This is an optimization exercise on Yosys and OpenROAD, whose aim is small area, a short achievable clock period and few clock cycles, not a production implementation.
RTL that was checked went through simulation tests only; none was proved equivalent to the original.

==> raven <==
// mm2s_cmd_gen
module mm2s_cmd_gen
#(
  parameter int CORE_INSTR_WIDTH = 64,
  parameter int CORE_CMD_WIDTH   = 80
) (
  input  logic                        clk,
  input  logic                        rst_n,
  input  logic [CORE_INSTR_WIDTH-1:0] s_axis_mm2s_instr_tdata,
  input  logic                        s_axis_mm2s_instr_tvalid,
  output logic                        s_axis_mm2s_instr_tready,
  output logic [CORE_CMD_WIDTH-1:0]   m_axis_mm2s_cmd_tdata,
  output logic                        m_axis_mm2s_cmd_tvalid,
  input  logic                        m_axis_mm2s_cmd_tready
);
clock: 11.0 ns
lec_check: 0
cap_margin: 20
core_margin: 2
core_utilization: 40
setup_slack_margin: 5
slew_margin: 20
run.sh (not shown) runs the stock make flow with config.mk's settings and CLKGATE_MAP_FILE= SYNTH_SCRIPT=/design/flow/synth_recipe.tcl, a recipe that flattens the netlist after the stock synthesis.
==> inputs of zinc, as changes to raven <==
--- a/flow/design.v
+++ b/flow/design.v
@@ -29,26 +29,38 @@
   localparam logic [2:0] S_C0   = 3'd1;
   localparam logic [2:0] S_C1   = 3'd2;
   localparam logic [2:0] S_C2   = 3'd3;
   localparam logic [2:0] S_GEN  = 3'd4;
 endpackage
 module mm2s_tile_geom
-(
-  input  logic [15:0] s,
-  input  logic [9:0]  t,
-  input  logic [15:0] l,
-  output logic        empty,
-  output logic [9:0]  r,
-  output logic        full
+#(
+  parameter int W  = 16,    
+  parameter int TW = 10     
+) (
+  input  logic [15:0]   s,
+  input  logic [TW-1:0] t,
+  input  logic [W-1:0]  l,
+  output logic          empty,
+  output logic [TW-1:0] r,
+  output logic          full
 );
-  logic [16:0] d;
-  logic        t_lt_d;
-  assign d      = {1'b0, l} - {1'b0, s};
-  assign empty  = d[16] || (d[15:0] == 16'd0);
-  assign t_lt_d = (d[15:10] != 6'd0) || (t < d[9:0]);
-  assign r      = t_lt_d ? t : d[9:0];
+  logic [W:0] d;
+  logic       s_hi, t_lt_d;
+  if (W < 16) begin : g_narrow
+    assign s_hi = (s[15:W] != '0);
+  end else begin : g_wide
+    assign s_hi = 1'b0;
+  end
+  assign d      = {1'b0, l} - {1'b0, s[W-1:0]};
+  assign empty  = s_hi || d[W] || (d[W-1:0] == '0);
+  if (W > TW) begin : g_dwide
+    assign t_lt_d = (d[W-1:TW] != '0) || (t < d[TW-1:0]);
+  end else begin : g_dnarrow
+    assign t_lt_d = (t < d[TW-1:0]);
+  end
+  assign r      = t_lt_d ? t : d[TW-1:0];
   assign full   = (s == 16'd0) && !t_lt_d;
 endmodule
 import agna_mm2s_pkg::*;
 module mm2s_cmd_gen
 #(
   parameter int CORE_INSTR_WIDTH = 64,
@@ -86,15 +98,13 @@
   logic [15:0] sc_q;           
   logic [8:0]  sw_q, sh_q;     
   logic [9:0]  rc_q;
   logic [8:0]  rh_q, rw_q;
   logic        eol_q, emp_q, wfull_q, hfull_q;
   logic        need_w_q, need_h_q, prev_c_q, prev_w_q, prev_h_q;
-  logic        pend_c_q, pend_w_q, pend_h_q;    
   logic [31:0] acc_q;
-  logic [16:0] eb_q;           
   logic [17:0] x_q, x_d;
   logic [5:0]  y_q, y_d;
   logic        a1_acc_q, a1_acc6_q, a1_eb6_q, a2_fin_q, a2_sw_q, a2_niw_q;
   logic        a1_acc_d, a1_acc6_d, a1_eb6_d, a2_fin_d, a2_sw_d, a2_niw_d;
   logic        tready_q;
   logic        w_valid_q, w_last_q, w_tl_q;
@@ -103,20 +113,21 @@
   logic [22:0] w_btt_q;
   logic [8:0]  w_hlen_q, w_hrem_q, w_iw_q;
   logic [9:0]  w_crem_q;
   logic        instr_hs, var_hs, ho, adv, wrap;
   logic [31:0] mac, mac_a1, mac_a2, w_sum;
   logic        whole, chan;
-  logic        cl_c, cl_w, cl_h, cl_zero;
-  logic [15:0] cl_s, cl_l;
+  logic        cl_any;
+  logic [15:0] cl_l;
   logic [9:0]  cl_t, cl_r;
-  logic        cl_e, cl_f, pend_left;
-  logic [9:0]  rc_cur;
-  logic [8:0]  rh_cur, sw_cur, sh_cur;
+  logic        cl_e, cl_f;
+  logic [8:0]  sw_cur, sh_cur;
   logic [15:0] sc_cur;
-  logic        wfull_cur, hfull_cur;
+  logic        zc_e, zw_e, zh_e, zw_f, zh_f, zc_unused;
+  logic [9:0]  zc_r;
+  logic [8:0]  zw_r, zh_r;
   function automatic logic [1:0] top_dig(input logic [15:0] v);
     top_dig = (v[15:12] != 4'd0) ? 2'd2 : (v[11:6] != 6'd0) ? 2'd1 : 2'd0;
   endfunction
   function automatic logic [5:0] dig(input logic [15:0] v, input logic [1:0] k);
     dig = (k == 2'd2) ? {2'b0, v[15:12]} : (k == 2'd1) ? v[11:6] : v[5:0];
   endfunction
@@ -127,33 +138,30 @@
   assign var_hs   = instr_hs && instr[INSTR_VAR_BIT];
   assign adv = w_valid_q && m_axis_mm2s_cmd_tready;
   assign ho  = (est_q == E_F) && !emp_q &&
                (!w_valid_q || (m_axis_mm2s_cmd_tready && w_last_q));
   assign mac_a1 = a1_acc_q  ? acc_q :
                   a1_acc6_q ? {acc_q[25:0], 6'b0} :
-                  a1_eb6_q  ? 32'({eb_q, 6'b0}) : 32'd0;
+                  a1_eb6_q  ? 32'({sh_q[0], sc_q, 6'b0}) : 32'd0;
   assign mac_a2 = a2_fin_q ? fin_baddr_q : a2_sw_q ? 32'(sw_q) :
                   a2_niw_q ? {14'h3fff, ~layer_iwih_q} : 32'd0;
   assign mac    = mac_a1 + mac_a2 + 32'(x_q) * 32'(y_q);
-  assign cl_zero = !(prev_c_q || prev_w_q || prev_h_q);
-  assign cl_c = prev_c_q || (cl_zero && pend_c_q);
-  assign cl_w = prev_w_q || (cl_zero && !pend_c_q && pend_w_q);
-  assign cl_h = prev_h_q || (cl_zero && !pend_c_q && !pend_w_q && pend_h_q);
-  assign pend_left = (pend_c_q && !cl_c) || (pend_w_q && !cl_w) || (pend_h_q && !cl_h);
+  assign cl_any = prev_c_q || prev_w_q || prev_h_q;
   always_comb begin
-    cl_s = cl_zero ? 16'd0 : acc_q[15:0];
-    if (cl_c)      begin cl_t = tile_c_q;       cl_l = layer_c_q;       end
-    else if (cl_w) begin cl_t = 10'(tile_iw_q); cl_l = 16'(layer_iw_q); end
-    else           begin cl_t = 10'(tile_ih_q); cl_l = 16'(layer_ih_q); end
+    if (prev_c_q)      begin cl_t = tile_c_q;       cl_l = layer_c_q;       end
+    else if (prev_w_q) begin cl_t = 10'(tile_iw_q); cl_l = 16'(layer_iw_q); end
+    else               begin cl_t = 10'(tile_ih_q); cl_l = 16'(layer_ih_q); end
   end
   mm2s_tile_geom u_clip (
-    .s (cl_s), .t (cl_t), .l (cl_l), .empty (cl_e), .r (cl_r), .full (cl_f));
-  assign rc_cur    = cl_c ? cl_r : rc_q;
-  assign rh_cur    = cl_h ? cl_r[8:0] : rh_q;
-  assign wfull_cur = cl_w ? cl_f : wfull_q;
-  assign hfull_cur = cl_h ? cl_f : hfull_q;
+    .s (acc_q[15:0]), .t (cl_t), .l (cl_l), .empty (cl_e), .r (cl_r), .full (cl_f));
+  mm2s_tile_geom u_zclip_c (
+    .s (16'd0), .t (tile_c_q), .l (layer_c_q), .empty (zc_e), .r (zc_r), .full (zc_unused));
+  mm2s_tile_geom #(.W(9), .TW(9)) u_zclip_w (
+    .s (16'd0), .t (tile_iw_q), .l (layer_iw_q), .empty (zw_e), .r (zw_r), .full (zw_f));
+  mm2s_tile_geom #(.W(9), .TW(9)) u_zclip_h (
+    .s (16'd0), .t (tile_ih_q), .l (layer_ih_q), .empty (zh_e), .r (zh_r), .full (zh_f));
   assign sc_cur    = prev_c_q ? acc_q[15:0] : sc_q;
   assign sw_cur    = prev_w_q ? acc_q[8:0] : sw_q;
   assign sh_cur    = prev_h_q ? acc_q[8:0] : sh_q;
   always_comb begin
     logic        to_e, to_f, to_pw, to_ph;
     logic [15:0] fv;
@@ -235,21 +243,21 @@
     if (to_e) begin
       est_d = E_E; x_d = layer_iwih_q;
       dg_d = top_dig(sc_cur); y_d = dig(sc_cur, top_dig(sc_cur));
       a2_fin_d = (top_dig(sc_cur) == 2'd0);
     end
     if (to_f) begin
-      if (pend_left) est_d = E_WT;
+      if (cl_any) est_d = E_WT;
       else begin
-        if (wfull_cur && hfull_cur) begin x_d = layer_iwih_q;     fv = 16'(rc_cur); end
-        else if (wfull_cur)         begin x_d = 18'(layer_iw_q); fv = 16'(rh_cur); end
-        else                        begin x_d = 18'(layer_iw_q); fv = 16'(rh_cur - 9'd1); end
+        if (whole)     begin x_d = layer_iwih_q;     fv = 16'(rc_q); end
+        else if (chan) begin x_d = 18'(layer_iw_q); fv = 16'(rh_q); end
+        else           begin x_d = 18'(layer_iw_q); fv = 16'(rh_q - 9'd1); end
         if (fv[11:6] != 6'd0) begin
           est_d = E_F1; y_d = fv[11:6];
         end else begin
-          est_d = E_F; y_d = fv[5:0]; a2_niw_d = !wfull_cur;
+          est_d = E_F; y_d = fv[5:0]; a2_niw_d = !wfull_q;
         end
       end
     end
     if (var_hs) begin
       a1_eb6_d = 1'b0;
       a2_niw_d = 1'b0;
@@ -290,13 +298,12 @@
         end
         default: ;
       endcase
     end
     if (est_q == E_PC || est_q == E_PW || est_q == E_PH || est_q == E_E ||
         est_q == E_D || est_q == E_D2) acc_q <= mac;
-    if (est_q == E_F1) eb_q <= mac[16:0];
     dg_q       <= dg_d;
     x_q        <= x_d;
     y_q        <= y_d;
     a1_acc_q   <= a1_acc_d;
     a1_acc6_q  <= a1_acc6_d;
     a1_eb6_q   <= a1_eb6_d;
@@ -304,32 +311,35 @@
     a2_sw_q    <= a2_sw_d;
     a2_niw_q   <= a2_niw_d;
     prev_c_q   <= (est_q == E_PC) && (dg_q == 2'd0);
     prev_w_q   <= (est_q == E_PW) && (dg_q == 2'd0);
     prev_h_q   <= (est_q == E_PH) && (dg_q == 2'd0);
     if (prev_c_q) sc_q <= acc_q[15:0];
+    if (est_q == E_F1) sc_q <= mac[15:0];
     if (prev_w_q) sw_q <= acc_q[8:0];
     if (prev_h_q) sh_q <= acc_q[8:0];
-    if (cl_c) rc_q <= cl_r;
-    if (cl_w) begin rw_q <= cl_r[8:0]; wfull_q <= cl_f; end
-    if (cl_h) begin rh_q <= cl_r[8:0]; hfull_q <= cl_f; end
-    emp_q    <= emp_q || ((cl_c || cl_w || cl_h) && cl_e);
-    pend_c_q <= pend_c_q && !cl_c;
-    pend_w_q <= pend_w_q && !cl_w;
-    pend_h_q <= pend_h_q && !cl_h;
+    if (est_q == E_F1) sh_q[0] <= mac[16];
+    if (prev_c_q) rc_q <= cl_r;
+    if (prev_w_q) begin rw_q <= cl_r[8:0]; wfull_q <= cl_f; end
+    if (prev_h_q) begin rh_q <= cl_r[8:0]; hfull_q <= cl_f; end
+    emp_q <= emp_q || (cl_any && cl_e);
     if (var_hs) begin
       sc_q     <= {6'b0, instr[V_STC_LSB +: 10]};
       sw_q     <= instr[V_STW_LSB +: 9];
       sh_q     <= instr[V_STH_LSB +: 9];
       eol_q    <= instr[V_EOL_BIT];
       need_w_q <= (instr[V_STW_LSB +: 9] != 9'd0);
       need_h_q <= (instr[V_STH_LSB +: 9] != 9'd0);
-      pend_c_q <= (instr[V_STC_LSB +: 10] == 10'd0);
-      pend_w_q <= (instr[V_STW_LSB +: 9] == 9'd0);
-      pend_h_q <= (instr[V_STH_LSB +: 9] == 9'd0);
-      emp_q    <= 1'b0;
+      rc_q     <= zc_r;
+      rw_q     <= zw_r;
+      wfull_q  <= zw_f;
+      rh_q     <= zh_r;
+      hfull_q  <= zh_f;
+      emp_q    <= ((instr[V_STC_LSB +: 10] == 10'd0) && zc_e) ||
+                  ((instr[V_STW_LSB +: 9] == 9'd0) && zw_e) ||
+                  ((instr[V_STH_LSB +: 9] == 9'd0) && zh_e);
     end
     if (!rst_n) begin
       est_q    <= E_IDLE;
       tready_q <= 1'b1;
     end else begin
       est_q    <= est_d;
==> flow/flow/run.sh (new file) <==
#!/bin/bash
# Standard layout, with timing repair aiming at 6 ns below the clock period.
set -euo pipefail
bash standard.sh SETUP_SLACK_MARGIN=6 finish > standard_flow.log 2>&1
==> flow/standard.sh (new file) <==
#!/bin/bash
# synth_recipe.tcl (not shown) runs the flow's synth.tcl, then flattens the netlist and writes it again
# the make line also repeats each setting of config.mk as NAME=value (left out here)
make -C /OpenROAD-flow-scripts/flow DESIGN_CONFIG=/design/flow/config.mk WORK_HOME=/design/flow/orfs CLKGATE_MAP_FILE= SYNTH_SCRIPT=/design/flow/synth_recipe.tcl "${@:-finish}"
CAP_MARGIN = 5   (was 20)
CTS_BUF_LIST = sky130_fd_sc_hd__clkbuf_8   (was unset)
CTS_CLUSTER_DIAMETER = 50   (was unset)
CTS_CLUSTER_SIZE = 12   (was unset)
SETUP_SLACK_MARGIN = unset   (was 5)
SLEW_MARGIN = 5   (was 20)
removed: flow/run.sh
==> notes.md <==
DIE WIDTH: zinc 263 um; raven 261 um
Commonest non-fill, non-tap cell in the layout: zinc edfxtp_1; raven nand2_1
Wire length of the first global-routing pass: zinc 152,000 um; raven 142,000 um
Fraction of the cycle the final worst path needs: zinc 46.4%; raven 59.1%
Total number of vias: zinc 23,081; raven 22,541
Area added between synthesis and finish: zinc 17.7%; raven 18.8%
Resize count post-CTS: zinc 119; raven 78
Status: zinc timing/DRC/antenna clean; raven timing/DRC/antenna clean
Final routed wirelength across all metal layers: zinc 105,000 um; raven 98,100 um
Storage cell area: zinc 0.0104 mm^2; raven 0.0106 mm^2
Clock buf/inv share: zinc 3.58%; raven 4.73%
Min cycle time layout: zinc 5100 ps; raven 6500 ps
DR WL met3: zinc 10,200 um; raven 9120 um
Clkbuf count: zinc 54; raven 53
Unique cell type count in the Yosys netlist: zinc 84; raven 94
Testbench counts of zinc, summed over its fixed seeds: cycles 12,595.
Function not checked in raven: the RTL went through the layout flow alone.

==> port drivers added, routing unchanged <==
The results above use ideal ports. As a check the final layouts listed here were re-extracted and re-timed, cells and wires unchanged. Step 1: set_driving_cell puts a clkbuf_16 on clk and a buf_2 on each other input, an assumption about the parent block. Step 2 adds t to the input delays and takes it off the output delays; t is the mean of the earliest and latest rising clock arrival at the registers after step 1. Input paths then give back, and output paths get back, about the clock's delay inside the block. Three values: no drivers, after step 1, after step 2; two values: the first two.
run | t (ns) | slack for setup (ns) | worst setup path at the end
raven | 0.659 | 4.497 / 4.497 / 4.497 | register to register
zinc | 0.757 | 5.897 / 5.897 / 5.448 | input to register
After both steps setup and hold are still met in every run listed. For zinc, which loses most, drivers alone change the setup slack by 0.000 ns; drivers and shift together by -0.449 ns.
